This is an optimization exercise on Yosys and OpenROAD, whose aim is small area, a short achievable clock period and few clock cycles per item, not a production implementation. In this exercise RTL edits were held to simulation tests only and were not proved equivalent to the original. Power and IR drop assume default switching activity.

==> flow/design.v (excerpt) <==
module scalar_kalman_filter (
  input  logic                          clk_i,
  input  logic                          rst_ni,
  input  logic                          sample_valid_i,
  output logic                          sample_ready_o,
  input  logic [skf_pkg::SampleW-1:0]   sample_i,
  output logic                          estimate_valid_o,
  input  logic                          estimate_ready_i,
  output logic [skf_pkg::EstW-1:0]      estimate_o,
  input  logic                          cfg_valid_i,
  output logic                          cfg_ready_o,
  input  logic [skf_pkg::CfgIdxW-1:0]   cfg_index_i,
  input  logic [skf_pkg::CfgDataW-1:0]  cfg_data_i
);
  logic [31:0] q_q, r_q, p_q;
  logic [31:0] x_q;
  logic        out_valid_q;
  logic        bvalid_q;
  logic [15:0] b_q;
  localparam int S_IDLE = 0, S_DEN = 1, S_DIV = 2, S_ACC = 3, S_FIN = 4;
  logic [4:0]  pst_q;
  logic [3:0]  pcnt_q;
  logic [31:0] pp_q, den_q, rem_q;
  logic [24:0] qr_q;
  logic [34:0] a_q;        
  logic [20:0] us_q, uc_q;  
  logic        zero_q;
  logic        qvalid_q;    
  logic        conv_q;      
  logic        chk_q;       
  localparam logic [1:0] X_IDLE = 2'd0, X_MUL = 2'd1, X_FIN = 2'd2;
  logic [1:0]  xst_q;
  logic        xstep_q;     
  logic [32:0] d_q;
  logic [20:0] bsel_q;      
  logic        xfin_q;      
  logic [37:0] as_q, ac_q;  
  logic [11:0] ls_q, lc_q;  
  logic        cp_q;        
  logic [33:0] alu_a, alu_b, alu_s;
  logic [31:0] alu_sat;
  logic        alu_ci;
  logic [33:0] f_a, f_b, f_c, f_s, f_c2;
  assign f_a  = {2'b00, pp_q};
  assign f_b  = ~{2'b00, us_q, a_q[34:24]};
  assign f_c  = ~{2'b00, uc_q, 11'd0};
  assign f_s  = f_a ^ f_b ^ f_c;
  assign f_c2 = {((f_a[32:0] & f_b[32:0]) | (f_a[32:0] & f_c[32:0]) | (f_b[32:0] & f_c[32:0])), 1'b1};
  ...
For scale: about 5,300 cells after synthesis, ~90 I/O pins, roughly 47,000 µm² of cells after synthesis.
==> flow/config.mk <==
export PLATFORM = sky130hd
export DESIGN_NAME = scalar_kalman_filter
export DESIGN_NICKNAME = scalar_kalman_filter
export VERILOG_FILES = /design/flow/design.v
export SDC_FILE = /design/flow/constraint.sdc
export NUM_CORES = 4
export LEC_CHECK = 0
export ABC_AREA = 1
export CAP_MARGIN = 20
export CORE_MARGIN = 2
export CORE_UTILIZATION = 40
export SETUP_SLACK_MARGIN = 0.8
export SLEW_MARGIN = 20
==> flow/constraint.sdc <==
create_clock -name core_clock -period 5.0 [get_ports {clk_i}]
set_input_delay 1.0000 -clock core_clock [delete_from_list [all_inputs] [get_ports {clk_i}]]
set_output_delay 1.0000 -clock core_clock [all_outputs]
set_load 0.01 [all_outputs]
run.sh (not shown) runs the stock make flow with config.mk's settings and CLKGATE_MAP_FILE= SYNTH_SCRIPT=/design/flow/synth_recipe.tcl, a recipe that flattens the netlist after the stock synthesis.
The first run finished with setup timing left.
Testbench counts at the start, summed over its fixed seeds: cycles 34,563, items 4,800.
==> next run, changes <==
SETUP_SLACK_MARGIN = 0.5   (was 0.8)
Result: The new run produced a layout that fails on setup timing. Clock-buffer cell count goes up by 5. Wire length is lower by 0.40%. Die area does not change. Hold slack gets better by 0.016 ns. Cell area falls by 0.87%. Flip-flop and latch count is unchanged. Utilization fell by 0.43 points. First-iteration DRC count rose by 0.83%. Critical path depth climbs by 2. Synthesized cell count is unchanged.

---

scalar_kalman_filter, a different RTL version from the one above (not shown whole).
For scale: ~5100 cells after synthesis, ~500 flip-flops, ~90 I/O pins, ~46000 um^2 of cells after synthesis.
clock: 5.0 ns
lec_check: 0
abc_area: 1
cap_margin: 20
core_margin: 2
core_utilization: 40
setup_slack_margin: 1.3
slew_margin: 20
Testbench counts at the start, summed over its fixed seeds: cycles 38,079, items 4,800.
Next try:
--- a/flow/config.mk
+++ b/flow/config.mk
@@ -8 +8 @@
-export ABC_AREA = 1
+export ABC_AREA = 0
@@ -12 +12 @@
-export SETUP_SLACK_MARGIN = 1.3
+export SETUP_SLACK_MARGIN = 1.1
=>
- The new run reached the layout checks and failed them: setup timing
- clock power is lower by 7.6%
- fmax falls by 27%
- design area falls by 0.53%
Next try:
--- a/flow/config.mk
+++ b/flow/config.mk
@@ -8 +8 @@
-export ABC_AREA = 0
+export ABC_AREA = 1
Result: This time the run produced a clean layout. Clock power climbs by about 4%. Register-to-register slack improved by 1.4 ns. Wire length climbs by 2.2%. Cell area drops by 2.0%. Total power climbs by 54%. Non-clock buffer count drops by 112. Utilization drops by 2.3 points.
Next try:
--- a/flow/config.mk
+++ b/flow/config.mk
@@ -12 +12 @@
-export SETUP_SLACK_MARGIN = 1.1
+export SETUP_SLACK_MARGIN = 1.2
What happened: The changed run finished clean; worst hold slack improves by 0.033 ns; die area does not change; wire length is higher by 1.2%; area after synthesis does not change; non-clock buffer count grows by 34; core utilization goes up by 0.86 points.

---

== run A ==
Starting RTL as in the previous note.
make LEC_CHECK=0 ABC_AREA=1 CAP_MARGIN=20 CORE_MARGIN=2 CORE_UTILIZATION=40 SETUP_SLACK_MARGIN=0.3 SLEW_MARGIN=20 finish   # period 5.0 ns
Testbench counts of run A, summed over its fixed seeds: cycles 38,079, items 4,800.
diff inputs: run A => run B
- ABC_AREA now 0, was 1
- SETUP_SLACK_MARGIN now 1.4, was 0.3
[summary]
Looking at commonest non-fill, non-tap cell in the layout, the nand2_1 result is from run A; the fa_1 one comes from run B. Cmp run B vs run A: post-route clock period utilization higher in run B. | run B | all stages done | FAIL | setup timing |. Synthesis-to-finish area growth (run B over run A): increase, 11 points. Run B ends up with higher sequential share of power than run A does. Relative contribution of the clock network to total power was higher in run B than in run A. Against run A, mean instance size in the synthesized netlist in run B rose by more than 10%.
Input-level comparison between run C and run B:
- swapping 1.4 for 1.1 in SETUP_SLACK_MARGIN
- swapping 40 for 50 in CORE_UTILIZATION
- swapping 0 for 1 in ABC_AREA
Findings:
- Run C was carried through to the last stage, and its layout satisfied the timing, DRC and antenna checks.
- Looking at cell with the biggest individual delay on the critical path, the edfxtp_1 result is from run C; the a2111o_1 one comes from run B.
- Total chip power: run C and run B compared, lower one is run B
- Run C against run B: fraction of synthesized area in multiplexers went down by 3.1 points, number of multi-input logic gates went up by 17%.
- Of the two values seen for most common cell after layout, fill and taps aside, nand2_1 was produced by run C and fa_1 by run B.
- Going from run B to run C, power share of the combinational group grows by 12 points.
- Taking run B as the reference, in run C cell area -about 5%; post-cts gate resize count -168; wire length +about 1.8%.
- Run C ended with more core utilization than run B.
- Summary of the comparison: number of ordinary inverters in the final layout is higher in run C, relative to run B.
The inputs of run D differ from those of run C as listed below.
- SETUP_SLACK_MARGIN: 1.1 -> 0.5
- CORE_UTILIZATION: 50 -> 40
Notes after the runs:
Delta (run D minus run C): part of the cycle the worst path needs higher, combinational group power went down about 8%, fmax lower.
Between run D and run C, the worst setup slack is higher for run C.
Run D gives more clock network power than run C did.
Pin count of the biggest net entering global routing: run D vs run C up 23%
In run D, the wire length of the first global-routing pass came out 0.74% below the value in run C.
Cell count: run D vs run C up 4.0%
Run D: height of the die about 12% above run C
The inputs of run E differ from those of run D as listed below.
- swapping 0.5 for 0.9 in SETUP_SLACK_MARGIN
==> run summary <==
Summary of run E over run D: non-clock buffer count picked up an extra 55; worst endpoint data arrival time lost 0.25 ns. Going from run D to run E, the number of vias after detailed routing was found to have gone up by 288. The part of the cycle the worst path needs of run E is lower than that of run D.

[port drivers added, routing unchanged]
In the flow no input, the clock included, has a driving cell. The finished layouts below were timed again as built, in two steps.
Step 1: set_driving_cell puts a clkbuf_16 on clk_i and a buf_2 on each other input, an assumption about the parent block.
Step 2 times the ports against the registers' clock, not the clock port: input delays grow and output delays shrink by t, the midpoint of the rising clock arrivals with the driver on.
Three values: no drivers, after step 1, after step 2; two values: the first two.
run	t, ns	slack for setup (ns)	clock arrival spread, ns
the first run of note 1	0.760	-0.146 / -0.146 / -0.146	0.063 / 0.063
the second run of note 1	0.741	-0.206 / -0.206 / -0.206	0.043 / 0.042
the first run of note 2	0.710	1.156 / 1.156 / 1.156	0.027 / 0.027
the second run of note 2	0.752	-0.237 / -0.237 / -0.237	0.069 / 0.069
the third run of note 2	0.699	1.135 / 1.135 / 1.135	0.026 / 0.026
the fourth run of note 2	0.699	1.095 / 1.095 / 1.095	0.051 / 0.051
run A	0.704	0.608 / 0.608 / 0.608	0.030 / 0.029
run B	0.760	-0.200 / -0.200 / -0.200	0.064 / 0.065
run C	0.746	1.110 / 1.110 / 1.110	0.099 / 0.099
run D	0.698	0.742 / 0.742 / 0.742	0.027 / 0.028
run E	0.704	0.974 / 0.974 / 0.974	0.033 / 0.034
